Source: an optimization exercise on an open RTL-to-GDS flow (aim: small area, a short achievable clock period and few clock cycles per item). Production flows keep margins and buffers that such runs may drop.
The RTL was checked by simulation tests, not by an equivalence proof against the original design.
Power figures rest on the tool's default switching activity, not on a simulated workload.

## config.mk

```make
export PLATFORM = sky130hd
export DESIGN_NAME = mul_top
export DESIGN_NICKNAME = mul_top
export VERILOG_FILES = /design/flow/design.v
export SDC_FILE = /design/flow/constraint.sdc
export NUM_CORES = 4
export LEC_CHECK = 0
export ABC_CLOCK_PERIOD_IN_PS = 2500
export CAP_MARGIN = 20
export CORE_MARGIN = 2
export CORE_UTILIZATION = 40
export SETUP_SLACK_MARGIN = 2.2
export SLEW_MARGIN = 20
```

## run.sh

```bash
#!/bin/bash
# synth_recipe.tcl (not shown) runs the flow's synth.tcl, then flattens the netlist and writes it again
# the make line also repeats each setting of config.mk as NAME=value (left out here)
make -C /OpenROAD-flow-scripts/flow DESIGN_CONFIG=/design/flow/config.mk WORK_HOME=/design/flow/orfs CLKGATE_MAP_FILE= SYNTH_SCRIPT=/design/flow/synth_recipe.tcl finish
```

## constraint.sdc

```tcl
create_clock -name core_clock -period 5.0 [get_ports {clk}]
set_input_delay 1.0000 -clock core_clock [delete_from_list [all_inputs] [get_ports {clk}]]
set_output_delay 1.0000 -clock core_clock [all_outputs]
set_load 0.01 [all_outputs]
```

## design.v

```verilog
`timescale 1ns/1ps
`default_nettype none
module mul_top
(
  input  wire                          clk,
  input  wire                          rst_n,
  input  wire [5-1:0]    awaddr,
  input  wire                          awvalid,
  output logic                         awready,
  input  wire [31:0]                   wdata,
  input  wire                          wvalid,
  output logic                         wready,
  output logic                         bvalid,
  output logic [1:0]           bresp,
  input  wire                          bready,
  input  wire [5-1:0]    araddr,
  input  wire                          arvalid,
  output logic                         arready,
  output logic                         rvalid,
  output logic [31:0]                  rdata,
  output logic [1:0]           rresp,
  input  wire                          rready
);
  logic [31:0] x;           
  logic        xv;          
  logic [31:0] y;           
  logic        yv;          
  logic [32:0] s;           
  logic [32:0] c;           
  logic        cin;         
  logic [31:0] p_lo;        
  logic        pv;          
  logic [3:0]  dq;          
  logic        running;     
  logic        acc;         
  logic        hib;         
  logic        h16;         
  logic [2:0]  cnt;         
  logic        done;        
  logic [31:0] count;
  logic        bv;
  logic        berr;
  logic        rpend;
  logic        rerr;
  logic        sel_x, sel_y, sel_ctrl, sel_lo, sel_hi, sel_cnt;
  logic wr_en;
  logic wr_hit;
  logic start;
  logic x_we;
  logic y_we;
  assign awready = ~running & ~hib & ~bv;
  assign wready  = awready;
  assign wr_en   = awready & awvalid & wvalid;
  always_comb
  begin
    case (awaddr)
      5'h00,
      5'h04,
      5'h08,
      5'h0C,
      5'h10,
      5'h14: wr_hit = 1'b1;
      default:        wr_hit = 1'b0;
    endcase
  end
  assign x_we  = wr_en & (awaddr == 5'h00);
  assign y_we  = wr_en & (awaddr == 5'h04);
  assign start = wr_en & (awaddr == 5'h08) & wdata[0];
  assign bvalid = bv;
  assign bresp  = {berr, 1'b0};
  always_ff @(posedge clk or negedge rst_n)
  begin
    if (!rst_n)
    begin
      bv <= 1'b0;
      xv <= 1'b0;
      yv <= 1'b0;
    end
    else
    begin
      if (wr_en)
        bv <= 1'b1;
      else if (bready)
        bv <= 1'b0;
      if (x_we)
        xv <= 1'b1;
      if (y_we)
        yv <= 1'b1;
    end
  end
  always_ff @(posedge clk)
  begin
    if (wr_en)
      berr <= ~wr_hit;
    if (x_we)
      x <= wdata;
    if (y_we)
      y <= wdata;
  end
  logic rd_en;
  logic near_end;
  assign near_end = (cnt == 3'd5) | (cnt == 3'd6) | (cnt == 3'd7) | (cnt == 3'd0);
  assign arready  = ~rpend & (~running | near_end);
  assign rd_en    = arready & arvalid;
  assign rvalid   = rpend & ~(sel_lo & running & (cnt != 3'd0))
                          & ~(sel_hi & (running | hib))
                          & ~(sel_cnt & running);
  assign rresp    = {rerr, 1'b0};
  always_ff @(posedge clk or negedge rst_n)
  begin
    if (!rst_n)
      rpend <= 1'b0;
    else if (rd_en)
      rpend <= 1'b1;
    else if (rvalid & rready)
      rpend <= 1'b0;
  end
  always_ff @(posedge clk or negedge rst_n)
  begin
    if (!rst_n)
    begin
      sel_x    <= 1'b0;
      sel_y    <= 1'b0;
      sel_ctrl <= 1'b0;
      sel_lo   <= 1'b0;
      sel_hi   <= 1'b0;
      sel_cnt  <= 1'b0;
      rerr     <= 1'b0;
    end
    else if (rd_en)
    begin
      sel_x    <= (araddr == 5'h00) & xv;
      sel_y    <= (araddr == 5'h04) & yv;
      sel_ctrl <= (araddr == 5'h08);
      sel_lo   <= (araddr == 5'h0C) & pv;
      sel_hi   <= (araddr == 5'h10) & pv;
      sel_cnt  <= (araddr == 5'h14);
      rerr     <= ~((araddr == 5'h00) | (araddr == 5'h04) |
                    (araddr == 5'h08) | (araddr == 5'h0C) |
                    (araddr == 5'h10) | (araddr == 5'h14));
    end
  end
  assign rdata = ({32{sel_x}}   & x)
               | ({32{sel_y}}   & y)
               | ({32{sel_lo}}  & p_lo)
               | ({32{sel_hi}}  & s[31:0])
               | ({32{sel_cnt}} & count)
               | {30'd0, sel_ctrl & done, 1'b0};
  function automatic logic [36:0] maj3(input logic [36:0] a, input logic [36:0] b,
                                       input logic [36:0] d);
    maj3 = (a & b) | (a & d) | (b & d);
  endfunction
  logic        step;        
  logic        fin;         
  logic [32:0] s_in;
  logic [36:0] r0, r1, r2, r3, r4, r5;
  logic [36:0] a1, b1, a2, b2, a3, b3, a4, b4;
  logic [4:0]  low;
  logic [16:0] hi_lo;       
  logic [16:0] hi_hi;       
  assign step = start | (running & (cnt != 3'd0));
  assign fin  = running & (cnt == 3'd0);
  assign s_in = s & {33{acc}};
  always_comb
  begin
    r0 = {5'd0, y & {32{dq[0]}}};
    r1 = {4'd0, y & {32{dq[1]}}, 1'd0};
    r2 = {3'd0, y & {32{dq[2]}}, 2'd0};
    r3 = {2'd0, y & {32{dq[3]}}, 3'd0};
    r4 = {4'd0, s_in};
    r5 = {4'd0, c};
    a1 = r0 ^ r1 ^ r2;
    b1 = maj3(r0, r1, r2) << 1;
    a2 = r3 ^ r4 ^ r5;
    b2 = maj3(r3, r4, r5) << 1;
    a3 = a1 ^ b1 ^ a2;
    b3 = maj3(a1, b1, a2) << 1;
    a4 = a3 ^ b3 ^ b2;
    b4 = maj3(a3, b3, b2) << 1;
    low    = {1'b0, a4[3:0]} + {1'b0, b4[3:0]} + {4'd0, cin};
    hi_lo  = {1'b0, s[15:0]} + {1'b0, c[15:0]} + {16'd0, cin};
    hi_hi  = s[32:16] + c[32:16] + {16'd0, h16};
  end
  always_ff @(posedge clk or negedge rst_n)
  begin
    if (!rst_n)
    begin
      running <= 1'b0;
      acc     <= 1'b0;
      hib     <= 1'b0;
      cnt     <= 3'd0;
      pv      <= 1'b0;
      done    <= 1'b0;
      dq      <= 4'd0;
      count   <= '0;
    end
    else
    begin
      if (start)
        acc <= 1'b1;
      else if (cnt == 3'd7)
        acc <= 1'b0;
      if (start)
      begin
        running <= 1'b1;
        pv      <= 1'b1;
        done    <= 1'b1;
      end
      else if (fin)
        running <= 1'b0;
      hib <= fin;
      if (step)
        cnt <= cnt + 3'd1;
      if (x_we)
        dq <= wdata[3:0] & {4{yv}};
      else if (y_we)
        dq <= x[3:0] & {4{xv}};
      else if (step)
        dq <= x[4*(cnt+3'd1) +: 4] & {4{xv & yv}};
      count <= count + {31'd0, fin};
      if (rvalid & rready & sel_ctrl)
        done <= 1'b0;
    end
  end
  always_ff @(posedge clk)
  begin
    c   <= step ? b4[36:4] : (c & {33{running}});
    cin <= step ? low[4] : (cin & running);
    h16 <= hi_lo[16];
    if (step)
    begin
      s    <= a4[36:4];
      p_lo <= {low[3:0], p_lo[31:4]};
    end
    else
    begin
      if (fin)
        s[15:0]  <= hi_lo[15:0];
      if (hib)
        s[32:16] <= hi_hi;
    end
  end
endmodule
`default_nettype wire
```

==> key figures, run 1 <==
Status
  – Outcome: no timing/DRC/antenna violations

Cells and area
  – Nets@finish: 1,680
  – Fin area: 17,800 sq um
  – Non-Filler Instances: 1,934
  – Most frequent cells in the layout: nand2_1 (196), inv_1 (132), edfxtp_1 (130), fa_1 (120), clkdlybuf4s50_1 (50)
  – Area grow syn2layout: 25.0%
  – FILL cells: 3,133
  – Ratio of cells with drive above 1 in the final layout: 20.5%
  – Most common cell after layout, fill and taps aside: nand2_1
  – Antenna diodes: 0

Synth
  – Sequential-to-total area share from yosys stat: 42.1%
  – Synth cell types: 65
  – Synth warn: 1
  – Largest cells by area after synthesis: edfxtp_1 (27%), fa_1 (18%), dfrtp_1 (9.7%), nand2_1 (6.8%), dfxtp_1 (4.9%)
  – Cells after synthesis: 1,307
  – Post-Syn Area: 14,200 sq um
  – Synthesized flop and latch total: 220
  – Synth top area share: 27.4%
  – Syn avg cell area: 10.9 sq um
  – EDFF count, synth: 130
  – Main synth FF type: edfxtp_1
  – Async SR Flop Fraction: 25.0%
  – Post-synth top area cell: edfxtp_1

Clocking
  – Clock sinks: 220
  – Cts bufs inserted: 26
  – CTS tree: built
  – CTS root buf: clkbuf_16
  – Post-CTS Hold Buffers: 0
  – H-tree depth: 1
  – Reg clk slew, reported paths: 60 ps
  – Worst-skew pair later-pin latency: 540 ps
  – Clock Path Buffers: 3

Power and ir drop
  – Sw power: 1.57 mW
  – Sequential fraction of design power: 40.8%
  – Maximum vdd drop: 0.282 mV
  – Clock network power share: 35.7%
  – Leak: 7.29 nW
  – Switching Share: 30.0%
  – Power Density: 294 nW/um^2
  – Combinational Power Share: 23.5%
  – Pint: 3.66 mW

Detailed routing
  – Routed WL per cell: 22.8 um
  – DRC errors left: 0
  – Post-Route WL: 44,100 um
  – TritonRoute pass-1 iters: 8
  – Via count: 10,900
  – Vias per inst: 5.65
  – Initial DRC Count: 1,011
  – Post-route ant nets: 0

Timing
  – Final hold viol count: 0
  – Final cycle utilization of the critical path: 60.5%
  – Worst rel slew slack: 44.6%
  – Fin Setup TNS: 0 ps
  – Pin slew with the least headroom to its limit: 830 ps
  – Final setup skew: 23.0 ps
  – Final Worst Setup Slack: 1980 ps
  – RSZ-0062 raised after global routing: true
  – Setup violators final: 0
  – Final Critical Period: 3020 ps
  – Fin. max-slew vios: 0
  – Fmax: 331 MHz

Critical path
  – Crit path kind: reg -> out
  – Reg2reg start: dq[0]
  – Crit start category: register
  – CP Max Fanout: 7
  – Worst EP required: 4000 ps
  – Worst setup startpoint: sel_x
  – Reg2reg setup slack: 2100 ps
  – CP Data Arrival Time: 2020 ps
  – R2r endpoint: s[23]
  – Capturing element type of the critical path: output port
  – Worst r2r path cells: 10

Floorplan
  – Die Y: 193 um
  – Initial Utilization: 40.3%
  – Horiz. Die Dim: 193 um
  – Die ar.: 37,100 sq um
  – FP Rows: 69
  – CORE AREA: 35,300 sq um
  – IO Pins: 90

Worst hold path
  – Hold_sp: p_lo[15]
  – Hold WC Path Type: reg -> reg
  – Hold Path Stages: 0
  – Hold path endpoint: p_lo[11]

Global routing
  – Largest net degree at the start of global routing: 56
  – Total grt overflow: 0
  – Vias in the first global route: 10,900
  – Initial antenna violation count: 1
  – First-pass GRT wire length: 63,900 um
  – Total Routing Usage GR: 23.1%

Placed design
  – Placed Cells: 1,809
  – Placed inst area: 15,500 sq um
  – GP Congestion: 0.843
  – Pre-CTS setup slack: 1240 ps
  – Hpwl dp: 29,100 um
  – Port Buffers: 87

Run
  – Max_cap viols: 0
## worst max-delay path, cell delays in order, from the launching register on
cell	delay, ps
dfrtp_4	560
buf_8	180
a222oi_1	430
nand2_1	160
buf_2	170
## per-stage QoR
step                power (mW)  hold WS, ps  utilization [%]
floorplan                 2.74          427                -
global placement          3.08          437             43.9
detailed placement        3.09          448             43.9
CTS                       5.10          451             48.2
global route              5.46          474             50.4
finish                    5.23          454             50.4
## power groups by stage
stage,clock [mW],combinational (mW),sequential (mW)
final,1.87,1.23,2.14
after global routing,1.97,1.35,2.14
after CTS,1.89,1.08,2.13
after detailed placement,0,0.884,2.20
after global placement,0,0.874,2.20
after floorplan,0,0.630,2.11
## synthesized netlist by cell type, drive strengths merged (17+ instances only)
cell	count
inv	148
fa	129
a22oi	38
clkbuf	45
a21oi	28
o21ai	50
ha	49
nor2	25
buf	17
a21o	18
edfxtp	130
xor2	23
a222oi	31
dfxtp	35
dfrtp	55
xnor2	36
nand3	18
a22o	32
nand2	259
## worst max path at each step
stage	to	slack, ps	cells after the start
3_3_place_gp	s[20]	1320	7
5_1_grt	rdata[2]	1940	4
2_1_floorplan	dq[0]	2160	6
4_1_cts	rdata[15]	1980	4
3_5_place_dp	s[20]	1240	7
6_report	rdata[4]	1980	4
## metal layers
layer  part of all wire, %  routed length, um  vias to the layer above  GRT usage, %
li1                      -                  -                     4823             -
met1                    40              17400                     5470          30.9
met2                    48              21000                      537          37.6
met3                   8.6               3790                      103          4.18
met4                   4.2               1850                        0          8.51
met5                     0                  0                        -             0
## flip-flops by register name, indices dropped and copies added, names as in the netlist, 3 cells and up
register  count
c            33
cnt           3
count        32
dq            4
p_lo         32
s            33
x            32
y            32
## what timing repair did
action	CTS	global route
gates resized for setup	202	148
pin swaps	62	108
gates cloned	3	11
setup endpoints to repair	193	107
hold endpoints to repair	0	0
setup buffers	44	19
## final cells by class
type                    count  area [sq um]  area share [%]
clock buffers              31           691            3.88
well taps                 461           577            3.24
inverters                 148           571            3.21
multi-input cells         879          7810            43.9
repair buffers            178          1960            11.0
flip-flops and latches    220          6020            33.8
clock inverters            17           149           0.837
## cells by family (layout without fill, tap and decap cells)
kind of cell | count (synthesis) | in the layout | synth area share [%]
flops | 220 | 220 | 42.1
xor+xnor | 59 | 59 | 3.63
mux | 9 | 9 | 1.02
compound gates | 250 | 250 | 12.7
buf+inv | 210 | 374 | 6.18
simple gates | 380 | 381 | 11.9
fa+ha+maj | 178 | 178 | 22.5
other cells | 1 | 2 | 0.0264
Testbench counts, summed over its fixed seeds: cycles 48,000, ops 3,200.
==> run 2, diff against run 1 <==
==> flow/run.sh (new file) <==
#!/bin/bash
# Standard ORFS layout (the standard.sh, standard synthesis unchanged),
# with two changes to how the layout is made: plain buf_1 cells as the port
# buffers, and clock tree synthesis with clkbuf_8 buffers and without dummy loads.
# Each step's full output goes to its own log in this folder.
set -euo pipefail
export BUFFER_PORTS_ARGS="-buffer_cell sky130_fd_sc_hd__buf_1"
export CTS_ARGS="-sink_clustering_enable -repair_clock_nets -dont_use_dummy_load -buf_list sky130_fd_sc_hd__clkbuf_8"
bash standard.sh synth > synth.log 2>&1
bash standard.sh floorplan > floorplan.log 2>&1
bash standard.sh place > place.log 2>&1
bash standard.sh cts > cts.log 2>&1
bash standard.sh route > route.log 2>&1
bash standard.sh finish > finish.log 2>&1
==> standard.sh (new file) <==
#!/bin/bash
# synth_recipe.tcl (not shown) runs the flow's synth.tcl, then flattens the netlist and writes it again
# the make line also repeats each setting of config.mk as NAME=value (left out here)
make -C /OpenROAD-flow-scripts/flow DESIGN_CONFIG=/design/flow/config.mk WORK_HOME=/design/flow/orfs CLKGATE_MAP_FILE= SYNTH_SCRIPT=/design/flow/synth_recipe.tcl "${@:-finish}"
removed: run.sh
==> run 2 against run 1 <==
Worst setup slack improved by 170 ps. Die area unchanged. Register-to-register slack improved by 50 ps. Cell count decreased by 2.5%. Critical endpoint is now p_lo[31].
==> key figures, run 2 <==
Global routing
  – Vias in the first global route: 10,500
  – First-pass GRT wire length: 61,100 um
  – Initial antenna violation count: 0
  – Total grt overflow: 0
  – Total Routing Usage GR: 21.9%
  – Met2 usage: 35.6%
  – Grt peak-use layer: met2
  – GR Util met3: 3.47%
  – Met1 GRT Util: 29.8%
  – Largest net degree at the start of global routing: 74

Worst hold path
  – Hold WC Path Type: reg -> reg
  – Hold path endpoint: p_lo[12]
  – Hold_sp: p_lo[16]
  – Hold Path Stages: 0

Synth
  – Async SR Flop Fraction: 25.0%
  – Cells after synthesis: 1,307
  – Synth cell types: 65
  – Synthesized flop and latch total: 220
  – Most frequent cell after synthesis: nand2_1
  – Synth warn: 1
  – Syn avg cell area: 10.9 sq um
  – Post-Syn Area: 14,200 sq um
  – Main synth FF type: edfxtp_1
  – Synth top area share: 27.4%
  – Post-synth top cells: nand2_1 (259), inv_1 (146), edfxtp_1 (130), fa_1 (129), dfrtp_1 (55)
  – Largest cells by area after synthesis: edfxtp_1 (27%), fa_1 (18%), dfrtp_1 (9.7%), nand2_1 (6.8%), dfxtp_1 (4.9%)
  – Post-synth top area cell: edfxtp_1
  – EDFF count, synth: 130
  – Sequential-to-total area share from yosys stat: 42.1%

Detailed routing
  – DRC errors left: 0
  – Vias per inst: 5.58
  – TritonRoute pass-1 iters: 6
  – Initial DRC Count: 958
  – Via count: 10,500
  – Post-route ant nets: 0
  – Routed WL per cell: 21.9 um
  – Post-Route WL: 41,300 um

Timing
  – Final setup skew: 61.0 ps
  – Worst rel slew slack: 35.5%
  – Final cycle utilization of the critical path: 57.0%
  – Fin Setup TNS: 0 ps
  – Pin slew with the least headroom to its limit: 967 ps
  – RSZ-0062 raised after global routing: true
  – Final Critical Period: 2850 ps
  – Worst Hold Slack: 407 ps
  – Final hold viol count: 0
  – Setup violators final: 0
  – Fmax: 351 MHz
  – Fin. max-slew vios: 0

Clocking
  – Clock Path Buffers: 3
  – CTS tree: built
  – Worst-skew pair later-pin latency: 560 ps
  – Cts bufs inserted: 40
  – Clock sinks: 220
  – H-tree depth: 2
  – Reg clk slew, reported paths: 50 ps
  – CTS root buf: clkbuf_8

Cells and area
  – FF/Latch Area: 6010 sq um
  – Most common cell after layout, fill and taps aside: nand2_1
  – Nets@finish: 1,654
  – Most frequent cells in the layout: nand2_1 (229), inv_1 (137), edfxtp_1 (130), fa_1 (127), buf_1 (71)
  – FILL cells: 3,242
  – Multi-input logic area: 7640 sq um
  – Ratio of cells with drive above 1 in the final layout: 14.4%
  – Antenna diodes: 0
  – Area grow syn2layout: 15.1%
  – Non-Filler Instances: 1,886
  – Largest regs: c x33, s x33

Critical path
  – Crit path kind: reg -> reg
  – CP Data Arrival Time: 3130 ps
  – Worst r2r path cells: 8
  – Worst EP required: 5270 ps
  – R2r endpoint: p_lo[31]
  – Reg2reg setup slack: 2150 ps
  – Capturing element type of the critical path: register
  – CP Max Fanout: 5
  – Reg2reg start: dq[2]
  – Crit start category: register

Floorplan
  – Die ar.: 37,100 sq um
  – IO Pins: 90
  – Initial Utilization: 40.3%
  – CORE AREA: 35,300 sq um
  – FP Rows: 69
  – Horiz. Die Dim: 193 um
  – Die Y: 193 um

Status
  – Outcome: no timing/DRC/antenna violations

Placed design
  – Port Buffers: 87
  – Hpwl dp: 29,100 um
  – GP Congestion: 0.885
  – Placed Cells: 1,809

Power and ir drop
  – Power Density: 282 nW/um^2
  – Leak: 6.57 nW
  – Maximum vdd drop: 0.183 mV

Run
  – Max_cap viols: 0
==> run 2: cell counts after synthesis <==
Identical to the previous run, type by type.
==> run 2: worst max-delay path, cell delays in order, from the launching register on <==
cell	delay (ps)
dfrtp_4	490
nand2_4	60
fa_1	550
fa_1	430
fa_1	510
inv_2	50
ha_4	270
a31oi_2	80
xnor2_1	130
==> run 2: cell type report <==
type | count | share of cell area (%)
inverters | 148 | 3.47
repair buffers | 139 | 6.33
multi-input cells | 878 | 46.6
flip-flops and latches | 220 | 36.7
clock buffers | 40 | 3.36
well taps | 461 | 3.52
==> run 2: power breakdown <==
part	switching (mW)	internal [mW]
combinational	0.638	0.449
clock	0.677	0.703
sequential	0.111	2.03
total	1.43	3.18
==> run 2: worst max-delay path by stage <==
stage	start	to	slack (ps)
after floorplan	awaddr[4]	dq[0]	2160
after global placement	acc	s[27]	1680
after detailed placement	acc	s[27]	1570
after CTS	cnt[1]	arready	2150
after global routing	dq[2]	p_lo[31]	2040
final	dq[2]	p_lo[31]	2150
==> run 2: routing by layer <==
layer | vias to the layer above | part of all wire (%)
li1 | 4740 | -
met1 | 5263 | 42
met2 | 443 | 47
met3 | 86 | 7.6
met4 | 0 | 3.3
met5 | - | 0
==> run 2: cell families (layout without fill, tap and decap cells) <==
group,Yosys count,count (layout),synth area share [%]
multiplexers,9,9,1.02
adder cells (fa/ha/maj),178,178,22.5
flip-flops,220,220,42.1
other,1,2,0.0264
AND/OR/NAND/NOR,380,380,11.9
buffers and inverters,210,327,6.18
AO/OA/AOI/OAI,250,250,12.7
XOR/XNOR,59,59,3.63
==> run 2: repair_timing <==
action	CTS	global route
buffers inserted	19	10
setup endpoints to repair	159	88
gates resized for setup	50	109
pin swaps	30	107
hold buffers	0	0
cloned	0	8
==> run 2: per-stage QoR <==
step	worst slack, ps	area [sq um]	util, %	total power [mW]
6_report	2150	16400	46.4	4.61
5_1_grt	2040	16400	46.4	4.85
4_1_cts	2150	15800	44.8	4.49
3_5_place_dp	1570	15000	42.4	3.02
3_3_place_gp	1680	15000	42.4	3.00
2_1_floorplan	2160	14300	-	2.74
==> run 3, diff against run 2 <==
==> flow/run.sh (replaced) <==
#!/bin/bash
# Standard ORFS layout (the standard.sh, standard synthesis unchanged),
# with two changes to how the layout is made: plain buf_2 cells as the port
# buffers, and clock tree synthesis without dummy loads.
# Each step's full output goes to its own log in this folder.
set -euo pipefail
export BUFFER_PORTS_ARGS="-buffer_cell sky130_fd_sc_hd__buf_2"
export CTS_ARGS="-sink_clustering_enable -repair_clock_nets -dont_use_dummy_load"
bash standard.sh synth > synth.log 2>&1
bash standard.sh floorplan > floorplan.log 2>&1
bash standard.sh place > place.log 2>&1
bash standard.sh cts > cts.log 2>&1
bash standard.sh route > route.log 2>&1
bash standard.sh finish > finish.log 2>&1
--- a/config.mk
+++ b/config.mk
@@ -9,5 +9,5 @@
 export CAP_MARGIN = 20
 export CORE_MARGIN = 2
 export CORE_UTILIZATION = 40
-export SETUP_SLACK_MARGIN = 2.2
+export SETUP_SLACK_MARGIN = 2.6
 export SLEW_MARGIN = 20
==> run 3 against run 2 <==
Clock skew shrank 31 ps. Register-to-register slack lost 80 ps. Critical path type unchanged. Via count grew 3.1%. Flip-flop and latch count is the same. First-iteration DRC count grew 11%. Non-clock buffer count grew 42. Count of clock-buffer cells in the layout shrank 14. Still clean. Core utilization grew 4.0 points.
==> key figures, run 3 <==
Status
  – Outcome: no timing/DRC/antenna violations

Power and ir drop
  – Switching Share: 30.2%
  – Sequential fraction of design power: 42.4%
  – Pint: 3.52 mW
  – Leak: 7.38 nW
  – Sw power: 1.52 mW
  – Combinational Power Share: 25.9%
  – Maximum vdd drop: 0.221 mV
  – Tot Pwr: 5.04 mW
  – Clock network power share: 31.7%
  – Power Density: 284 nW/um^2

Timing
  – Final cycle utilization of the critical path: 58.7%
  – Pin slew with the least headroom to its limit: 771 ps
  – Fin. max-slew vios: 0
  – Final setup skew: 29.5 ps
  – Worst rel slew slack: 48.6%
  – Fmax: 341 MHz
  – Final Critical Period: 2930 ps
  – RSZ-0062 raised after global routing: true
  – Fin Setup TNS: 0 ps
  – Final hold viol count: 0
  – Setup violators final: 0

Placed design
  – GP Congestion: 0.847
  – Port Buffers: 87
  – Placed inst area: 15,200 sq um
  – Hpwl dp: 28,800 um

Clocking
  – CTS tree: built
  – H-tree depth: 1
  – Clock Path Buffers: 3
  – Cts bufs inserted: 26
  – Clock sinks: 220
  – CTS root buf: clkbuf_16
  – Reg clk slew, reported paths: 60 ps
  – Worst-skew pair later-pin latency: 540 ps

Cells and area
  – Antenna diodes: 0
  – Nets@finish: 1,687
  – Most common cell after layout, fill and taps aside: nand2_1
  – Ratio of cells with drive above 1 in the final layout: 30.5%
  – Largest regs: c x33, s x33
  – Fin area: 17,800 sq um
  – Area grow syn2layout: 25.0%
  – Most frequent cells in the layout: nand2_1 (185), edfxtp_1 (130), inv_1 (118), buf_2 (84), fa_1 (74)

Detailed routing
  – Initial DRC Count: 1,062
  – Vias per inst: 5.66
  – Post-Route WL: 43,200 um
  – Post-route ant nets: 0
  – DRC errors left: 0
  – Via count: 10,900
  – Routed WL per cell: 22.5 um
  – TritonRoute pass-1 iters: 10

Global routing
  – Largest net degree at the start of global routing: 56
  – Vias in the first global route: 10,900
  – Total Routing Usage GR: 23.2%
  – Initial antenna violation count: 0
  – Total grt overflow: 0
  – First-pass GRT wire length: 64,200 um

Synth
  – Synth warn: 1
  – Post-synth top area cell: edfxtp_1
  – Main synth FF type: edfxtp_1
  – Sequential-to-total area share from yosys stat: 42.1%
  – Post-Syn Area: 14,200 sq um
  – Cells after synthesis: 1,307
  – Largest cells by area after synthesis: edfxtp_1 (27%), fa_1 (18%), dfrtp_1 (9.7%), nand2_1 (6.8%), dfxtp_1 (4.9%)
  – Synth top area share: 27.4%
  – Post-synth top cells: nand2_1 (259), inv_1 (146), edfxtp_1 (130), fa_1 (129), dfrtp_1 (55)
  – Syn avg cell area: 10.9 sq um
  – Async SR Flop Fraction: 25.0%
  – EDFF count, synth: 130
  – Most frequent cell after synthesis: nand2_1
  – Synthesized flop and latch total: 220
  – Synth cell types: 65

Critical path
  – Critical-path cell list: nand2_1 > fa_1 > fa_1 > fa_1 > inv_2 > ha_4 > a31oi_4 > xnor2_1
  – CP Data Arrival Time: 3230 ps
  – Slowest cell on crit path: fa_1
  – Capturing element type of the critical path: register
  – Max incr delay on CP: 570 ps
  – CP Max Fanout: 3
  – Reg2reg start: y[2]
  – Crit path kind: reg -> reg
  – Worst EP required: 5290 ps
  – Most frequent CP cell: fa_1
  – Worst setup startpoint: y[2]
  – Crit start category: register

Floorplan
  – Die Y: 193 um
  – Initial Utilization: 40.3%
  – CORE AREA: 35,300 sq um
  – IO Pins: 90
  – Die ar.: 37,100 sq um
  – Horiz. Die Dim: 193 um
  – FP Rows: 69

Run
  – Max_cap viols: 0

Worst hold path
  – Hold WC Path Type: reg -> reg
  – Hold_sp: p_lo[17]
==> run 3: cell types whose count changed in the layout (fill, tap and decap cells not counted), moves of 10 or more <==
| cell | delta |
|---|---|
| nand2_1 | -44 |
| nand2_2 | +10 |
| buf_2 | +78 |
| clkbuf_8 | -40 |
| nand2_4 | +34 |
| inv_1 | -19 |
| clkbuf_16 | +23 |
| buf_4 | +28 |
| inv_2 | +19 |
| fa_2 | +53 |
| buf_1 | -71 |
| fa_1 | -53 |
==> run 3: critical path: cells and delay by family (launching register included) <==
kind	cells	cell delay [ps]
adders and majority gates	4	1880
AOI/OAI and AO/OA	1	80
buffers and inverters	1	50
xor gates and xnor gates	1	140
DFF	1	420
and+or+nand+nor	1	110
==> run 3: final timing paths <==
| path | end | slack (ps) | cells after the start |
|---|---|---|---|
| max | p_lo[31] | 2070 | 8 |
| min | p_lo[13] | 450 | 0 |
| max reg2reg | p_lo[31] | 2070 | 8 |
| min reg2reg | p_lo[13] | 450 | 0 |
| max in group asynchronous | cnt[0] | 3770 | 2 |
| min in group asynchronous | pv | 620 | 2 |
==> run 3: what timing repair did <==
item                                    4_1_cts  5_1_grt
buffers inserted                             42       26
hold buffers                                  0        0
resized for setup                           212       87
pin swaps                                   134       61
endpoints found under the setup margin      233      144
gates cloned                                 13        3
==> run 3: cell type report <==
cell class | count | area (sq um)
Timing Repair Buffer | 181 | 1680
Fill cell | 3108 | 17500
Clock buffer | 26 | 651
Timing Repair inverter | 1 | 8.76
Multi-Input combinational cell | 882 | 8270
Sequential cell | 220 | 6010
Tap cell | 461 | 577
Inverter | 148 | 576
==> run 3: through the flow <==
stage | util, % | hold slack [ps] | setup WS [ps] | instances
floorplan | - | 427 | 2170 | 1308
global placement | 43.1 | 443 | 1510 | 1809
detailed placement | 43.1 | 443 | 1450 | 1809
CTS | 48.7 | 447 | 2100 | 1890
global route | 50.3 | 471 | 2030 | 1919
finish | 50.3 | 450 | 2070 | 1919
==> run 3: logic make-up after synthesis <==
logic type                 Yosys count  synth area share (%)
xor gates and xnor gates            59                  3.63
adders and majority gates          178                  22.5
other                                1                0.0264
muxes                                9                  1.02
AOI/OAI and AO/OA                  250                  12.7
and+or+nand+nor                    380                  11.9
DFF                                220                  42.1
buffers and inverters              210                  6.18
==> run 3: per-layer routing <==
| metal | up-vias | track usage (%) | part of all wire [%] |
|---|---|---|---|
| met3 | 96 | 2.96 | 7.0 |
| met5 | - | 0 | 0 |
| met2 | 461 | 40.1 | 49 |
| li1 | 4833 | - | - |
| met1 | 5473 | 30.7 | 41 |
| met4 | 0 | 6.31 | 3.2 |
==> run 3: power by group through the flow <==
stage	Combinational (mW)	Sequential, mW	Clock [mW]
finish	1.30	2.14	1.60
global route	1.42	2.14	1.70
CTS	1.15	2.12	1.63
detailed placement	0.858	2.20	0
global placement	0.846	2.19	0
floorplan	0.676	2.11	0
==> run 4, diff against run 3 <==
--- a/config.mk
+++ b/config.mk
@@ -9,5 +9,5 @@
 export CAP_MARGIN = 20
 export CORE_MARGIN = 2
 export CORE_UTILIZATION = 40
-export SETUP_SLACK_MARGIN = 2.6
+export SETUP_SLACK_MARGIN = 2.2
 export SLEW_MARGIN = 20
==> run 4 against run 3 <==
Fmax is 3.1% higher. Highest routed layer unchanged. Non-clock buffer count decreased by 49. Still clean on timing, DRC and antenna. Clock skew shrank 4.2 ps. Cell count decreased by 2.8%. Combinational power shrank 23%. Critical path type unchanged. Critical path depth is the same. Worst setup slack improved by 87 ps. Via count decreased by 4.3%.
==> key figures, run 4 <==
Status
  – Outcome: no timing/DRC/antenna violations

Placed design
  – GP Congestion: 0.895
  – Hpwl dp: 28,900 um
  – Pre-CTS setup slack: 1610 ps
  – Port Buffers: 87

Critical path
  – CP Data Arrival Time: 3120 ps
  – CP Max Fanout: 5
  – Crit path buffers/inverters: 1
  – Slowest cell on crit path: fa_1
  – CP delay by family, top: adder cells
  – Max incr delay on CP: 520 ps
  – Worst EP required: 5270 ps
  – Crit start category: register
  – Most frequent CP cell: fa_1
  – Capturing element type of the critical path: register
  – Crit path kind: reg -> reg
  – Critical-path cell list: nand2_2 > fa_1 > fa_1 > fa_1 > inv_2 > ha_4 > a31oi_2 > xnor2_1

Synth
  – Synth cell types: 65
  – Synthesized flop and latch total: 220
  – Syn avg cell area: 10.9 sq um
  – Post-synth top area cell: edfxtp_1
  – Synth warn: 1
  – Simple-gate area share of the yosys netlist: 11.9%
  – Most frequent cell after synthesis: nand2_1
  – Async SR Flop Fraction: 25.0%
  – Adder-Cell Fraction of Synth Area: 22.5%
  – Multiplexer share of the synthesized area: 1.02%
  – Largest cells by area after synthesis: edfxtp_1 (27%), fa_1 (18%), dfrtp_1 (9.7%), nand2_1 (6.8%), dfxtp_1 (4.9%)
  – Sequential-to-total area share from yosys stat: 42.1%
  – Synth Area in XOR/XNOR: 3.63%
  – Post-Syn Area: 14,200 sq um
  – Cells after synthesis: 1,307
  – Synth Area in Compound Gates: 12.7%
  – Synth top area share: 27.4%
  – Post-synth top cells: nand2_1 (259), inv_1 (146), edfxtp_1 (130), fa_1 (129), dfrtp_1 (55)
  – EDFF count, synth: 130
  – Main synth FF type: edfxtp_1
  – Main combinational cell family by area after synthesis: adder cells

Cells and area
  – Largest regs: c x33, s x33
  – Final core utilization: 45.9%
  – Area grow syn2layout: 14.0%
  – Nets@finish: 1,633
  – Most frequent cells in the layout: nand2_1 (257), inv_1 (142), edfxtp_1 (130), fa_1 (126), buf_2 (86)
  – Most common cell after layout, fill and taps aside: nand2_1
  – Ratio of cells with drive above 1 in the final layout: 15.8%
  – Antenna diodes: 0

Floorplan
  – Initial Utilization: 40.3%
  – Die ar.: 37,100 sq um
  – Horiz. Die Dim: 193 um
  – Die Y: 193 um
  – IO Pins: 90
  – CORE AREA: 35,300 sq um
  – FP Rows: 69

Detailed routing
  – Vias per inst: 5.57
  – DRC errors left: 0
  – Post-Route WL: 39,400 um
  – Post-route ant nets: 0
  – Routed WL per cell: 21.1 um
  – Via count: 10,400
  – Initial DRC Count: 915
  – TritonRoute pass-1 iters: 6

Power and ir drop
  – Maximum vdd drop: 0.233 mV
  – Clock network power share: 33.8%
  – Pint: 3.35 mW
  – Combinational Power Share: 21.1%
  – Switching Share: 29.1%
  – Sequential fraction of design power: 45.1%
  – Leak: 6.67 nW
  – Power Density: 291 nW/um^2
  – Sw power: 1.37 mW

Timing
  – Final setup skew: 25.3 ps
  – Setup violators final: 0
  – Final hold viol count: 0
  – Worst rel slew slack: 33.3%
  – Final Critical Period: 2850 ps
  – Fmax: 351 MHz
  – Fin. max-slew vios: 0
  – Pin slew with the least headroom to its limit: 1000 ps
  – Final cycle utilization of the critical path: 56.9%
  – Fin Setup TNS: 0 ps
  – Final Worst Setup Slack: 2150 ps
  – RSZ-0062 raised after global routing: true
  – Worst Hold Slack: 455 ps

Global routing
  – Total Routing Usage GR: 21.7%
  – Vias in the first global route: 10,600
  – Largest net degree at the start of global routing: 63
  – First-pass GRT wire length: 61,400 um
  – Initial antenna violation count: 0
  – Total grt overflow: 0

Clocking
  – CTS tree: built
  – CTS root buf: clkbuf_16
  – Clock sinks: 220
  – Cts bufs inserted: 26
  – Worst-skew pair later-pin latency: 530 ps
  – H-tree depth: 1
  – Reg clk slew, reported paths: 60 ps
  – Clock Path Buffers: 3

Worst hold path
  – Hold WC Path Type: reg -> reg

Run
  – Max_cap viols: 0
-- run 4: cell counts after synthesis --
No cell type changed its count.
-- run 4: cell families after synthesis --
| family | after synthesis |
|---|---|
| adder cells (fa/ha/maj) | 178 |
| buffers and inverters | 210 |
| AND/OR/NAND/NOR | 380 |
| multiplexers | 9 |
| flip-flops | 220 |
| AO/OA/AOI/OAI | 250 |
| other | 1 |
| XOR/XNOR | 59 |
-- run 4: final cells by class --
type                            instances  area, sq um
Fill cell                            3281        19100
Multi-Input combinational cell        878         7520
Sequential cell                       220         6010
Timing Repair Buffer                  132          901
Clock buffer                           26          651
Tap cell                              461          577
Inverter                              148          563
-- run 4: repair_timing --
item                       CTS  global route
setup endpoints to repair  156            88
hold buffers                 0             0
pin swaps                   16            38
buffers inserted            22             6
gates cloned                 0             0
resized for setup           53            24
-- run 4: power by group through the flow --
| stage | Sequential [mW] | Clock, mW | Combinational, mW |
|---|---|---|---|
| 5_1_grt | 2.13 | 1.69 | 1.12 |
| 6_report | 2.13 | 1.59 | 0.996 |
| 3_5_place_dp | 2.19 | 0 | 0.821 |
| 2_1_floorplan | 2.11 | 0 | 0.630 |
| 3_3_place_gp | 2.19 | 0 | 0.802 |
| 4_1_cts | 2.12 | 1.62 | 0.966 |
-- run 4: path summary, 6_finish.rpt --
check | startpoint | end | slack, ps | cells past startpoint
hold / removal | p_lo[16] | p_lo[12] | 460 | 0
hold reg to reg | p_lo[16] | p_lo[12] | 460 | 0
min in group asynchronous | rst_n | sel_x | 620 | 2
setup reg to reg | y[1] | p_lo[31] | 2150 | 8
max in group asynchronous | rst_n | dq[3] | 3760 | 2
setup / recovery | y[1] | p_lo[31] | 2150 | 8
-- run 4: per-stage QoR --
step	cells	cell area (sq um)	total power [mW]
after detailed placement	1811	15100	3.01
after floorplan	1308	14300	2.74
final	1865	16200	4.72
after global placement	1811	15100	2.99
after global routing	1865	16200	4.95
after CTS	1859	16100	4.71
-- run 4: layer usage --
layer	GRT usage [%]	routed length [um]	up-vias
li1	-	-	4697
met5	0	0	-
met3	2.75	2670	50
met1	29.6	16600	5284
met4	6.34	1000	0
met2	36.4	19100	362
-- run 4: worst reg2reg max path, delay by kind of cell, from the launching register on --
family,cells,cell delay (ps)
fa+ha+maj,4,1740
flops,1,490
xor+xnor,1,140
simple gates,1,100
compound gates,1,90
buf+inv,1,50
==> run 5, diff against run 4 <==
--- a/config.mk
+++ b/config.mk
@@ -11,3 +11,4 @@
 export CORE_UTILIZATION = 40
 export SETUP_SLACK_MARGIN = 2.2
 export SLEW_MARGIN = 20
+export TNS_END_PERCENT = 100
==> run 5 against run 4 <==
Synthesized area stayed put. Non-clock buffer count stayed put. Critical path depth stayed put. Worst setup slack stayed put. Via count stayed put. Die area stayed put. Combinational power hardly changed. Clock skew stayed put. Cell count stayed put. Critical path type unchanged. Critical endpoint unchanged. Highest routed layer unchanged.
==> key figures, run 5 <==
Critical path
  – R2r endpoint: p_lo[31]
  – CP delay by family, top: adder cells
  – Worst EP required: 5270 ps
  – Most frequent CP cell: fa_1
  – Slowest cell on crit path: fa_1
  – Crit path kind: reg -> reg
  – Reg2reg setup slack: 2150 ps
  – Critical path depth in cells: 8
  – Reg2reg start: y[1]
  – Max incr delay on CP: 520 ps
  – Critical-path cell list: nand2_2 > fa_1 > fa_1 > fa_1 > inv_2 > ha_4 > a31oi_2 > xnor2_1
  – Capturing element type of the critical path: register
  – Crit path buffers/inverters: 1
  – CP Max Fanout: 5
  – Crit start category: register
  – Worst r2r path cells: 8
  – CP Data Arrival Time: 3120 ps

Power and ir drop
  – Sw power: 1.37 mW
  – Pint: 3.35 mW
  – Sequential fraction of design power: 45.1%
  – Leak: 6.67 nW
  – Maximum vdd drop: 0.233 mV
  – Combinational Power Share: 21.1%
  – Clock network power share: 33.8%
  – Switching Share: 29.1%
  – Power Density: 291 nW/um^2

Clocking
  – H-tree depth: 1
  – CTS root buf: clkbuf_16
  – Reg clk slew, reported paths: 60 ps
  – Clock Path Buffers: 3
  – CTS tree: built
  – Cts bufs inserted: 26
  – Clock sinks: 220
  – Worst-skew pair later-pin latency: 530 ps

Timing
  – Final hold viol count: 0
  – Pin slew with the least headroom to its limit: 1000 ps
  – Fin. max-slew vios: 0
  – Final cycle utilization of the critical path: 56.9%
  – Worst Hold Slack: 455 ps
  – Fmax: 351 MHz
  – Fin Setup TNS: 0 ps
  – Worst rel slew slack: 33.3%
  – Setup violators final: 0
  – Final Worst Setup Slack: 2150 ps
  – Final setup skew: 25.3 ps
  – Final Critical Period: 2850 ps
  – RSZ-0062 raised after global routing: true

Synth
  – Post-synth top cells: nand2_1 (259), inv_1 (146), edfxtp_1 (130), fa_1 (129), dfrtp_1 (55)
  – Cells after synthesis: 1,307
  – Synth top area share: 27.4%
  – Syn avg cell area: 10.9 sq um
  – Post-Syn Area: 14,200 sq um
  – EDFF count, synth: 130
  – Synthesized flop and latch total: 220
  – Sequential-to-total area share from yosys stat: 42.1%
  – Main synth FF type: edfxtp_1
  – Synth warn: 1
  – Synth cell types: 65
  – Most frequent cell after synthesis: nand2_1
  – Async SR Flop Fraction: 25.0%
  – Post-synth top area cell: edfxtp_1
  – Largest cells by area after synthesis: edfxtp_1 (27%), fa_1 (18%), dfrtp_1 (9.7%), nand2_1 (6.8%), dfxtp_1 (4.9%)

Cells and area
  – Most common cell after layout, fill and taps aside: nand2_1
  – Ratio of cells with drive above 1 in the final layout: 15.8%
  – Antenna diodes: 0
  – Largest regs: c x33, s x33
  – Most frequent cells in the layout: nand2_1 (257), inv_1 (142), edfxtp_1 (130), fa_1 (126), buf_2 (86)
  – FILL cells: 3,281
  – Nets@finish: 1,633
  – Area grow syn2layout: 14.0%

Worst hold path
  – Hold WC Path Type: reg -> reg
  – Hold Path Stages: 0
  – Hold path endpoint: p_lo[12]
  – Hold_sp: p_lo[16]

Global routing
  – Total grt overflow: 0
  – First-pass GRT wire length: 61,400 um
  – Largest net degree at the start of global routing: 63
  – Vias in the first global route: 10,600
  – Total Routing Usage GR: 21.7%
  – Initial antenna violation count: 0

Status
  – Outcome: no timing/DRC/antenna violations

Floorplan
  – Die Y: 193 um
  – Initial Utilization: 40.3%
  – IO Pins: 90
  – CORE AREA: 35,300 sq um
  – Horiz. Die Dim: 193 um
  – Die ar.: 37,100 sq um
  – FP Rows: 69

Detailed routing
  – Post-Route WL: 39,400 um
  – Via count: 10,400
  – DRC errors left: 0
  – TritonRoute pass-1 iters: 6
  – Routed WL per cell: 21.1 um
  – Post-route ant nets: 0
  – Initial DRC Count: 915
  – Vias per inst: 5.57

Placed design
  – Pre-CTS setup slack: 1610 ps
  – GP Congestion: 0.895
  – Port Buffers: 87
  – Hpwl dp: 28,900 um

Run
  – Max_cap viols: 0
## run 5: cell counts in the layout (fill, tap and decap cells not counted)
No cell type changed its count.
## run 5: layout make-up
class / count / area [sq um] / area share [%]
multi-input combinational: 878 / 7520 / 46.4
sequential: 220 / 6010 / 37.0
timing repair buffer: 132 / 901 / 5.56
clock buffer: 26 / 651 / 4.01
tap: 461 / 577 / 3.56
inverter: 148 / 563 / 3.47
## run 5: power groups by stage
stage / Combinational, mW / Clock [mW] / Sequential (mW)
CTS: 0.966 / 1.62 / 2.12
global placement: 0.802 / 0 / 2.19
global route: 1.12 / 1.69 / 2.13
floorplan: 0.630 / 0 / 2.11
detailed placement: 0.821 / 0 / 2.19
finish: 0.996 / 1.59 / 2.13
## run 5: how the worst max path moves through the flow
stage	startpoint	to	slack, ps
6_report	y[1]	p_lo[31]	2150
5_1_grt	dq[2]	s[15]	2060
4_1_cts	dq[1]	p_lo[31]	2170
3_5_place_dp	dq[1]	p_lo[31]	1610
3_3_place_gp	dq[1]	p_lo[31]	1600
2_1_floorplan	awaddr[4]	dq[0]	2160
## run 5: repair_timing
| action | 4_1_cts | 5_1_grt |
|---|---|---|
| resized for setup | 53 | 24 |
| setup buffers | 22 | 6 |
| cloned | 0 | 0 |
| hold buffers | 0 | 0 |
| pin swaps | 16 | 38 |
| setup endpoints to repair | 156 | 88 |
## run 5: logic make-up after synthesis
logic type / Yosys count / synth area share [%]
fa+ha+maj: 178 / 22.5
buf+inv: 210 / 6.18
xor+xnor: 59 / 3.63
compound gates: 250 / 12.7
flops: 220 / 42.1
simple gates: 380 / 11.9
mux: 9 / 1.02
other cells: 1 / 0.0264
## run 5: metrics by stage
stage | cell area, sq um | cells | util (%) | total power [mW]
2_1_floorplan | 14300 | 1308 | - | 2.74
3_3_place_gp | 15100 | 1811 | 42.7 | 2.99
3_5_place_dp | 15100 | 1811 | 42.7 | 3.01
4_1_cts | 16100 | 1859 | 45.5 | 4.71
5_1_grt | 16200 | 1865 | 45.9 | 4.95
6_report | 16200 | 1865 | 45.9 | 4.72
## run 5: worst reg2reg max path: stages (launching register included)
cell      delay (ps)
edfxtp_1         490
nand2_2          100
fa_1             520
fa_1             430
fa_1             520
inv_2             50
ha_4             270
a31oi_2           90
xnor2_1          140
## run 5: routing by layer
metal / track usage [%] / routed length, um / vias to the layer above
li1: - / - / 4697
met5: 0 / 0 / -
met4: 6.34 / 1000 / 0
met3: 2.75 / 2670 / 50
met1: 29.6 / 16600 / 5284
met2: 36.4 / 19100 / 362
==> run 6, diff against run 5 <==
--- a/config.mk
+++ b/config.mk
@@ -5,10 +5,9 @@
 export SDC_FILE = /design/flow/constraint.sdc
 export NUM_CORES = 4
 export LEC_CHECK = 0
-export ABC_CLOCK_PERIOD_IN_PS = 2500
+export ABC_AREA = 1
 export CAP_MARGIN = 20
 export CORE_MARGIN = 2
 export CORE_UTILIZATION = 40
 export SETUP_SLACK_MARGIN = 2.2
 export SLEW_MARGIN = 20
-export TNS_END_PERCENT = 100
==> run 6 against run 5 <==
Via count rose by 19%. Synthesized cell count rose by 32%. Clock skew rose by 21 ps. Critical path depth fell by 3. Fmax fell by 3.5%. Cell count rose by 26%. Combinational power rose by 100%. Worst hold slack got worse by 5.5 ps. Synthesized area rose by 5.7%. Global-route usage rose by 2.1 points. Critical path type is now reg -> out. Largest power group is now combinational cells.
==> key figures, run 6 <==
Status
  – Outcome: no timing/DRC/antenna violations

Synth
  – Post-synth top area cell: edfxtp_1
  – Async SR Flop Fraction: 25.0%
  – Post-Syn Area: 15,000 sq um
  – Largest cells by area after synthesis: edfxtp_1 (26%), fa_1 (17%), nand2_1 (14%), dfrtp_1 (9.2%), inv_1 (6.6%)
  – Sequential-to-total area share from yosys stat: 39.8%
  – Synth top area share: 26.0%
  – Synthesized flop and latch total: 220
  – Main synth FF type: edfxtp_1
  – EDFF count, synth: 130
  – Synth cell types: 41
  – Post-synth top cells: nand2_1 (573), inv_1 (263), edfxtp_1 (130), fa_1 (129), nand3_1 (88)
  – Most frequent cell after synthesis: nand2_1
  – Cells after synthesis: 1,730
  – Synth warn: 1
  – Syn avg cell area: 8.69 sq um

Cells and area
  – Ratio of cells with drive above 1 in the final layout: 20.5%
  – Area grow syn2layout: 22.9%
  – FILL cells: 3,473
  – Most common cell after layout, fill and taps aside: nand2_1
  – Nets@finish: 2,104
  – Largest regs: c x33, s x33
  – Most frequent cells in the layout: nand2_1 (497), inv_1 (251), edfxtp_1 (130), fa_1 (128), nand3_1 (80)
  – Final core utilization: 49.5%
  – Antenna diodes: 0
  – Non-Filler Instances: 2,349

Floorplan
  – CORE AREA: 37,300 sq um
  – FP Rows: 71
  – Die Y: 198 um
  – Die ar.: 39,200 sq um
  – Horiz. Die Dim: 198 um
  – IO Pins: 90
  – Initial Utilization: 40.3%

Placed design
  – Port Buffers: 87
  – GP Congestion: 0.948
  – Hpwl dp: 34,300 um
  – Placed Cells: 2,248

Clocking
  – CTS root buf: clkbuf_16
  – Reg clk slew, reported paths: 60 ps
  – Worst-skew pair later-pin latency: 540 ps
  – Clock Path Buffers: 3
  – Post-CTS Hold Buffers: 0
  – Clock sinks: 220
  – Cts bufs inserted: 25
  – CTS tree: built
  – H-tree depth: 1

Timing
  – Final cycle utilization of the critical path: 59.0%
  – RSZ-0062 raised after global routing: true
  – Final hold viol count: 0
  – Fmax: 339 MHz
  – Pin slew with the least headroom to its limit: 871 ps
  – Fin. max-slew vios: 0
  – Fin Setup TNS: 0 ps
  – Final Critical Period: 2950 ps
  – Final setup skew: 46.6 ps
  – Worst rel slew slack: 41.8%
  – Setup violators final: 0

Power and ir drop
  – Leak: 8.42 nW
  – Maximum vdd drop: 0.266 mV
  – Power Density: 304 nW/um^2
  – Tot Pwr: 5.61 mW

Critical path
  – Crit start category: register
  – Worst setup startpoint: sel_hi
  – CP Max Fanout: 7
  – Reg2reg start: acc
  – Worst EP required: 4000 ps
  – CP Data Arrival Time: 1950 ps
  – Capturing element type of the critical path: output port
  – Worst r2r path cells: 10
  – Reg2reg setup slack: 2060 ps
  – Crit path kind: reg -> out
  – R2r endpoint: s[20]

Global routing
  – Vias in the first global route: 12,200
  – Total grt overflow: 0
  – Initial antenna violation count: 0
  – Total Routing Usage GR: 23.8%
  – First-pass GRT wire length: 70,300 um
  – Largest net degree at the start of global routing: 65

Detailed routing
  – Initial DRC Count: 1,173
  – Via count: 12,300
  – DRC errors left: 0
  – Post-route ant nets: 0
  – Routed WL per cell: 20.1 um
  – TritonRoute pass-1 iters: 6
  – Post-Route WL: 47,100 um
  – Vias per inst: 5.25

Worst hold path
  – Hold WC Path Type: reg -> reg
  – Hold_sp: p_lo[12]
  – Hold path endpoint: p_lo[8]
  – Hold Path Stages: 0

Run
  – Max_cap viols: 0
## run 6: changes by cell type in the layout (fill, tap and decap cells not counted), sizes merged, moves of 38 or more
cell / change
o21ai: +41
a22oi: -38
nand3: +72
nor2: +41
buf: +44
nand2: +317
inv: +116
## run 6: area by class of cell
cell class,count,area [sq um],area share (%)
Multi-Input combinational cell,1183,8500,46.0
Inverter,267,1020,5.52
Timing Repair Buffer,180,1740,9.40
Sequential cell,220,6010,32.5
Clock buffer,25,626,3.38
Tap cell,474,593,3.21
## run 6: worst max-delay path, stage by stage (launching register included)
cell and delay (ps):
dfrtp_4 570, buf_12 180, buf_6 110, a221oi_2 230, o21ai_1 150, buf_2 170
## run 6: per-stage QoR
step	cell area, sq um	setup WS [ps]	hold WS, ps
after floorplan	15100	2100	427
after global placement	15900	1430	436
after detailed placement	16000	1420	433
after CTS	17600	2060	417
after global routing	18500	1980	457
final	18500	2050	450
## run 6: worst max path at each step
stage | endpoint | cells after the start | slack, ps
6_report | rdata[3] | 5 | 2050
5_1_grt | p_lo[31] | 12 | 1980
4_1_cts | rdata[13] | 7 | 2060
3_5_place_dp | s[21] | 8 | 1420
3_3_place_gp | count[24] | 12 | 1430
2_1_floorplan | p_lo[31] | 11 | 2100
## run 6: layer usage
layer	part of all wire (%)	global-route usage, %	vias up
met2	47	38.8	468
met3	6.6	3.58	98
met1	42	31.9	6006
met5	0	0	-
met4	4.5	9.94	0
li1	-	-	5760
## run 6: cells by family after synthesis
family	share of synthesized area (%)
XOR/XNOR	2.68
adder cells (fa/ha/maj)	21.3
flip-flops	39.8
AO/OA/AOI/OAI	6.57
other	0.0249
buffers and inverters	8.60
AND/OR/NAND/NOR	21.1
## run 6: repair_timing
| action | in CTS | in global routing |
|---|---|---|
| endpoints found under the setup margin | 172 | 86 |
| resized for setup | 159 | 160 |
| buffers inserted | 43 | 24 |
| pin swaps | 89 | 114 |
| cloned | 5 | 4 |
| hold endpoints to repair | 0 | 0 |
## run 6: where the power goes
part           internal (mW)  total [mW]  switching [mW]  leakage (nW)
Clock                  0.871        1.56           0.694         0.308
Sequential              1.97        2.02          0.0540          2.17
Combinational          0.854        2.03            1.18          5.94
==> run 7, diff against run 6 <==
--- a/config.mk
+++ b/config.mk
@@ -9,5 +9,5 @@
 export CAP_MARGIN = 20
 export CORE_MARGIN = 2
 export CORE_UTILIZATION = 40
-export SETUP_SLACK_MARGIN = 2.2
+export SETUP_SLACK_MARGIN = 2.5
 export SLEW_MARGIN = 20
==> run 7 against run 6 <==
Flip-flop and latch count unchanged. Register-to-register slack worse by 30 ps. Core utilization up 2.1 points. Cell count up 0.51%. Critical path depth up 4. Clock power up 3%. Total power up 6.2%. Sequential power about the same. Critical path type is now reg -> reg. Still clean. Fmax down 0.77%. First-iteration DRC count up 6.2%. Count of clock-buffer cells in the layout up 1. Critical endpoint is now p_lo[31]. Synthesized area unchanged.
==> key figures, run 7 <==
Global routing
  – Largest net degree at the start of global routing: 64
  – Vias in the first global route: 12,400
  – Total grt overflow: 0
  – First-pass GRT wire length: 71,500 um
  – Initial antenna violation count: 0
  – Total Routing Usage GR: 24.1%

Power and ir drop
  – Sw power: 2.05 mW
  – Maximum vdd drop: 0.239 mV
  – Switching Share: 34.4%
  – Leak: 8.60 nW
  – Pint: 3.91 mW
  – Combinational Power Share: 39.1%
  – Clock network power share: 27.1%
  – Tot Pwr: 5.96 mW
  – Power Density: 310 nW/um^2
  – Sequential fraction of design power: 33.9%

Cells and area
  – Area grow syn2layout: 28.1%
  – Nets@finish: 2,116
  – Ratio of cells with drive above 1 in the final layout: 27.8%
  – Largest regs: c x33, s x33
  – Most common cell after layout, fill and taps aside: nand2_1
  – Non-Filler Instances: 2,361
  – Antenna diodes: 0
  – Most frequent cells in the layout: nand2_1 (446), inv_1 (230), edfxtp_1 (130), fa_1 (88), nand3_1 (79)
  – Final core utilization: 51.6%

Critical path
  – Worst setup startpoint: y[0]
  – Capturing element type of the critical path: register
  – CP Max Fanout: 3
  – Crit path kind: reg -> reg
  – Worst EP required: 5290 ps
  – Slowest cell on crit path: fa_1
  – Max incr delay on CP: 570 ps
  – Critical-path cell list: nand2_2 > fa_1 > fa_1 > fa_1 > inv_2 > ha_4 > nand3_2 > nand2_1 > xor2_1
  – CP Data Arrival Time: 3260 ps
  – Most frequent CP cell: fa_1
  – Crit start category: register
  – Reg2reg start: y[0]

Floorplan
  – Initial Utilization: 40.3%
  – CORE AREA: 37,300 sq um
  – Die ar.: 39,200 sq um
  – Horiz. Die Dim: 198 um
  – FP Rows: 71
  – IO Pins: 90
  – Die Y: 198 um

Placed design
  – GP Congestion: 0.941
  – Hpwl dp: 33,000 um
  – Placed Cells: 2,245
  – Port Buffers: 87

Clocking
  – H-tree depth: 1
  – Post-CTS Hold Buffers: 0
  – Worst-skew pair later-pin latency: 540 ps
  – CTS root buf: clkbuf_16
  – CTS tree: built
  – Clock Path Buffers: 3
  – Reg clk slew, reported paths: 60 ps
  – Clock sinks: 220
  – Cts bufs inserted: 26

Timing
  – Pin slew with the least headroom to its limit: 873 ps
  – RSZ-0062 raised after global routing: true
  – Setup violators final: 0
  – Final cycle utilization of the critical path: 59.5%
  – Final hold viol count: 0
  – Worst Hold Slack: 451 ps
  – Fmax: 336 MHz
  – Final setup skew: 33.4 ps
  – Fin. max-slew vios: 0
  – Worst rel slew slack: 41.7%
  – Fin Setup TNS: 0 ps
  – Final Critical Period: 2970 ps

Synth
  – Main synth FF type: edfxtp_1
  – Cells after synthesis: 1,730
  – EDFF count, synth: 130
  – Post-synth top area cell: edfxtp_1
  – Synth cell types: 41
  – Post-Syn Area: 15,000 sq um
  – Synth warn: 1
  – Syn avg cell area: 8.69 sq um
  – Sequential-to-total area share from yosys stat: 39.8%
  – Async SR Flop Fraction: 25.0%
  – Synthesized flop and latch total: 220
  – Post-synth top cells: nand2_1 (573), inv_1 (263), edfxtp_1 (130), fa_1 (129), nand3_1 (88)
  – Synth top area share: 26.0%
  – Largest cells by area after synthesis: edfxtp_1 (26%), fa_1 (17%), nand2_1 (14%), dfrtp_1 (9.2%), inv_1 (6.6%)
  – Most frequent cell after synthesis: nand2_1

Detailed routing
  – Vias per inst: 5.30
  – Post-route ant nets: 0
  – Initial DRC Count: 1,246
  – Routed WL per cell: 20.3 um
  – DRC errors left: 0
  – TritonRoute pass-1 iters: 5
  – Via count: 12,500
  – Post-Route WL: 47,900 um

Worst hold path
  – Hold_sp: p_lo[26]
  – Hold WC Path Type: reg -> reg

Run
  – Max_cap viols: 0

Status
  – Outcome: no timing/DRC/antenna violations
==> run 7: kinds of logic after synthesis <==
| group | Yosys count | share of synthesized area [%] |
|---|---|---|
| fa+ha+maj | 178 | 21.3 |
| flops | 220 | 39.8 |
| simple gates | 776 | 21.1 |
| buf+inv | 328 | 8.60 |
| other cells | 1 | 0.0249 |
| compound gates | 181 | 6.57 |
| xor+xnor | 46 | 2.68 |
==> run 7: power by group through the flow <==
stage               registers [mW]  clock network [mW]  logic (mW)
CTS                           2.02                1.63        2.09
global route                  2.02                1.69        2.56
global placement              2.09                   0        1.52
floorplan                     2.01                   0        1.19
finish                        2.02                1.61        2.33
detailed placement            2.09                   0        1.55
==> run 7: worst max-delay path, delay by kind of cell (launching register included) <==
family        cells  cell delay (ps)
buf+inv           1               60
flops             1              460
simple gates      3              210
fa+ha+maj         4             1800
xor+xnor          1              180
==> run 7: area by class of cell <==
class | instances | area (sq um)
tap | 474 | 593
multi-input combinational | 1185 | 9070
timing repair inverter | 1 | 7.51
timing repair buffer | 188 | 1890
inverter | 267 | 1030
clock buffer | 26 | 651
sequential | 220 | 6010
fill | 3360 | 18100
==> run 7: routing by layer <==
| layer | wire (um) | vias up | global-route usage [%] |
|---|---|---|---|
| li1 | - | 5767 | - |
| met1 | 20200 | 6146 | 33.1 |
| met2 | 22400 | 511 | 39.8 |
| met3 | 3470 | 94 | 2.88 |
| met4 | 1730 | 0 | 7.91 |
| met5 | 0 | - | 0 |
==> run 7: per-stage QoR <==
stage                     instance area, sq um  worst slack, ps
after floorplan                          15400             2100
after global placement                   16000             1640
after detailed placement                 16000             1580
after CTS                                18200             2060
after global routing                     19300             1910
final                                    19300             2030
==> run 7: timing repair <==
action | 4_1_cts | 5_1_grt
resized for setup | 278 | 227
pin swaps | 79 | 83
hold endpoints to repair | 0 | 0
endpoints found under the setup margin | 190 | 148
setup buffers | 49 | 24
cloned | 12 | 5
==> run 7: worst paths after layout <==
check	cells after the start	endpoint	slack [ps]
setup / recovery	9	p_lo[31]	2030
hold / removal	0	p_lo[22]	450
setup reg to reg	9	p_lo[31]	2030
hold reg to reg	0	p_lo[22]	450
max in group asynchronous	2	sel_hi	3750
min in group asynchronous	2	count[0]	590
==> run 8, diff against run 7 <==
--- a/config.mk
+++ b/config.mk
@@ -5,9 +5,8 @@
 export SDC_FILE = /design/flow/constraint.sdc
 export NUM_CORES = 4
 export LEC_CHECK = 0
-export ABC_AREA = 1
 export CAP_MARGIN = 20
 export CORE_MARGIN = 2
 export CORE_UTILIZATION = 40
-export SETUP_SLACK_MARGIN = 2.5
+export SETUP_SLACK_MARGIN = 2.4
 export SLEW_MARGIN = 20
==> run 8 against run 7 <==
Still clean. Global-route usage decreased by 1.7 points. Combinational power decreased by 53%. Cell count decreased by 21%. Highest routed layer unchanged.
==> key figures, run 8 <==
Status
  – Outcome: no timing/DRC/antenna violations

Critical path
  – Worst setup startpoint: dq[0]
  – Reg2reg start: dq[0]
  – Most frequent CP cell: fa_1
  – CP Max Fanout: 3
  – Critical-path cell list: buf_6 > nand2_1 > fa_1 > fa_1 > inv_1 > fa_1 > ha_4 > xnor2_1
  – Max incr delay on CP: 560 ps
  – Worst EP required: 5280 ps
  – Capturing element type of the critical path: register
  – Crit start category: register
  – Slowest cell on crit path: fa_1
  – CP Data Arrival Time: 3150 ps
  – Crit path kind: reg -> reg

Placed design
  – Hpwl dp: 29,100 um
  – GP Congestion: 0.856
  – Port Buffers: 87
  – Placed Cells: 1,809
  – Placed inst area: 15,100 sq um

Clocking
  – H-tree depth: 1
  – Clock Path Buffers: 3
  – CTS tree: built
  – CTS root buf: clkbuf_16
  – Reg clk slew, reported paths: 60 ps
  – Cts bufs inserted: 26
  – Worst-skew pair later-pin latency: 530 ps
  – Clock sinks: 220

Synth
  – Multiplexer share of the synthesized area: 1.02%
  – Syn avg cell area: 10.9 sq um
  – Adder-Cell Fraction of Synth Area: 22.5%
  – Main combinational cell family by area after synthesis: adder cells
  – Async SR Flop Fraction: 25.0%
  – Sequential-to-total area share from yosys stat: 42.1%
  – Synth Area in Compound Gates: 12.7%
  – Largest cells by area after synthesis: edfxtp_1 (27%), fa_1 (18%), dfrtp_1 (9.7%), nand2_1 (6.8%), dfxtp_1 (4.9%)
  – Synth Area in XOR/XNOR: 3.63%
  – Cells after synthesis: 1,307
  – Synth cell types: 65
  – Post-synth top area cell: edfxtp_1
  – Simple-gate area share of the yosys netlist: 11.9%
  – Most frequent cell after synthesis: nand2_1
  – Main synth FF type: edfxtp_1
  – Post-synth top cells: nand2_1 (259), inv_1 (146), edfxtp_1 (130), fa_1 (129), dfrtp_1 (55)
  – Synth top area share: 27.4%
  – Post-Syn Area: 14,200 sq um
  – Synthesized flop and latch total: 220
  – Synth warn: 1
  – EDFF count, synth: 130

Floorplan
  – IO Pins: 90
  – Die ar.: 37,100 sq um
  – FP Rows: 69
  – Die Y: 193 um
  – Horiz. Die Dim: 193 um
  – CORE AREA: 35,300 sq um
  – Initial Utilization: 40.3%

Cells and area
  – Ratio of cells with drive above 1 in the final layout: 21.0%
  – Most frequent cells in the layout: nand2_1 (226), inv_1 (138), edfxtp_1 (130), fa_1 (107), buf_2 (86)
  – Nets@finish: 1,640
  – FILL cells: 3,188
  – Non-Filler Instances: 1,872
  – Fin area: 16,700 sq um
  – Most common cell after layout, fill and taps aside: nand2_1
  – Area grow syn2layout: 17.6%
  – Final core utilization: 47.4%
  – Antenna diodes: 0
  – Largest regs: c x33, s x33

Timing
  – Fmax: 348 MHz
  – Fin Setup TNS: 0 ps
  – Worst rel slew slack: 44.7%
  – Setup violators final: 0
  – Final hold viol count: 0
  – Pin slew with the least headroom to its limit: 827 ps
  – RSZ-0062 raised after global routing: true
  – Worst Hold Slack: 430 ps
  – Fin. max-slew vios: 0
  – Final setup skew: 27.6 ps
  – Final cycle utilization of the critical path: 57.5%
  – Final Critical Period: 2880 ps

Power and ir drop
  – Maximum vdd drop: 0.247 mV
  – Leak: 6.84 nW
  – Power Density: 288 nW/um^2

Global routing
  – Total Routing Usage GR: 22.3%
  – First-pass GRT wire length: 62,500 um
  – Initial antenna violation count: 0
  – Largest net degree at the start of global routing: 56
  – Vias in the first global route: 10,800
  – Total grt overflow: 0

Detailed routing
  – Routed WL per cell: 21.7 um
  – Post-Route WL: 40,600 um
  – Via count: 10,600
  – DRC errors left: 0
  – TritonRoute pass-1 iters: 8
  – Initial DRC Count: 996
  – Vias per inst: 5.65
  – Post-route ant nets: 0

Run
  – Max_cap viols: 0

Worst hold path
  – Hold_sp: p_lo[20]
  – Hold WC Path Type: reg -> reg
==> run 8: cell count changes after synthesis, sizes merged, moves of 17 or more <==
| cell | previous run | this run |
|---|---|---|
| nand2 | 576 | 259 |
| inv | 266 | 148 |
| nand3 | 90 | 18 |
| nor2 | 66 | 25 |
| o21ai | 91 | 50 |
| a22oi | 0 | 38 |
| a21oi | 63 | 28 |
| a222oi | 0 | 31 |
| a22o | 3 | 32 |
| xnor2 | 17 | 36 |
| a21o | 1 | 18 |
==> run 8: metal layers <==
layer  up-vias  global-route usage, %  share of wire (%)
met5         -                      0                  0
met4         0                   7.66                3.6
met3        83                   2.86                6.3
met2       415                   37.0                 48
met1      5365                   30.4                 42
li1       4706                      -                  -
==> run 8: worst paths after layout <==
check | to | slack (ps) | cells after the start
min in group asynchronous | bv | 620 | 2
max | p_lo[31] | 2120 | 8
max in group asynchronous | cnt[0] | 3800 | 2
max reg2reg | p_lo[31] | 2120 | 8
min | p_lo[16] | 430 | 0
min reg2reg | p_lo[16] | 430 | 0
==> run 8: where the power goes <==
group	switching [mW]	internal, mW
logic	0.644	0.441
registers	0.107	2.03
clock network	0.688	0.905
total	1.44	3.38
==> run 8: cells by family after synthesis <==
family | count (synthesis)
and+or+nand+nor | 380
AOI/OAI and AO/OA | 250
DFF | 220
buffers and inverters | 210
adders and majority gates | 178
xor gates and xnor gates | 59
muxes | 9
other | 1
==> run 8: layout make-up <==
class                      count  area (sq um)  share of cell area [%]
multi-input combinational    878          7840                    46.9
inverter                     148           573                    3.43
sequential                   220          6010                    35.9
clock buffer                  26           651                    3.89
timing repair inverter         1          8.76                  0.0524
tap                          461           577                    3.45
timing repair buffer         138          1060                    6.33
==> run 8: timing repair <==
| item | CTS | global route |
|---|---|---|
| cloned | 2 | 0 |
| setup endpoints to repair | 186 | 119 |
| resized for setup | 106 | 84 |
| hold buffers | 0 | 0 |
| buffers inserted | 30 | 5 |
| pin swaps | 98 | 55 |
==> run 8: metrics by stage <==
| stage | power, mW | setup slack, ps |
|---|---|---|
| after detailed placement | 3.04 | 1360 |
| after floorplan | 2.75 | 2170 |
| final | 4.82 | 2120 |
| after global routing | 5.04 | 2060 |
| after CTS | 4.78 | 2140 |
| after global placement | 3.02 | 1420 |
==> run 8: worst max-delay path, delay by kind of cell, from the launching register on <==
kind                       cells  cell delay (ps)
and+or+nand+nor                1               60
xor gates and xnor gates       1              120
DFF                            1              540
adders and majority gates      4             1700
buffers and inverters          2              210

==> separate check: timing with driven ports <==
No port has a modelled driver above. Below, the same layouts with a new extraction and two added sets of constraints. Step 1 assumes that a clkbuf_16 drives the clock port and a buf_2 every other input. Step 2 moves the port delays by t, midway between the first and last clock arrival at a register: inputs arrive t later, outputs are due t later. That takes back most of the time a late clock gives input paths. Three values: no drivers, after step 1, after step 2; two values: the first two.
run | shift t [ns] | slack for setup (ns) | worst setup path at the end
run 1 | 0.581 | 1.975 / 1.925 / 1.736 | input to register
run 2 | 0.578 | 2.148 / 2.111 / 1.687 | input to register
run 3 | 0.580 | 2.066 / 2.066 / 2.066 | register to register
run 4 | 0.565 | 2.153 / 2.153 / 1.806 | input to register
run 5 | 0.565 | 2.153 / 2.153 / 1.806 | input to register
run 6 | 0.571 | 2.050 / 1.997 / 1.857 | input to register
run 7 | 0.578 | 2.027 / 1.974 / 2.027 | register to register
run 8 | 0.563 | 2.124 / 2.124 / 1.840 | input to register
After both steps every run listed still meets setup and hold. The setup slack of run 2, which loses most, moves by -0.037 ns with the drivers and by -0.461 ns with both steps.
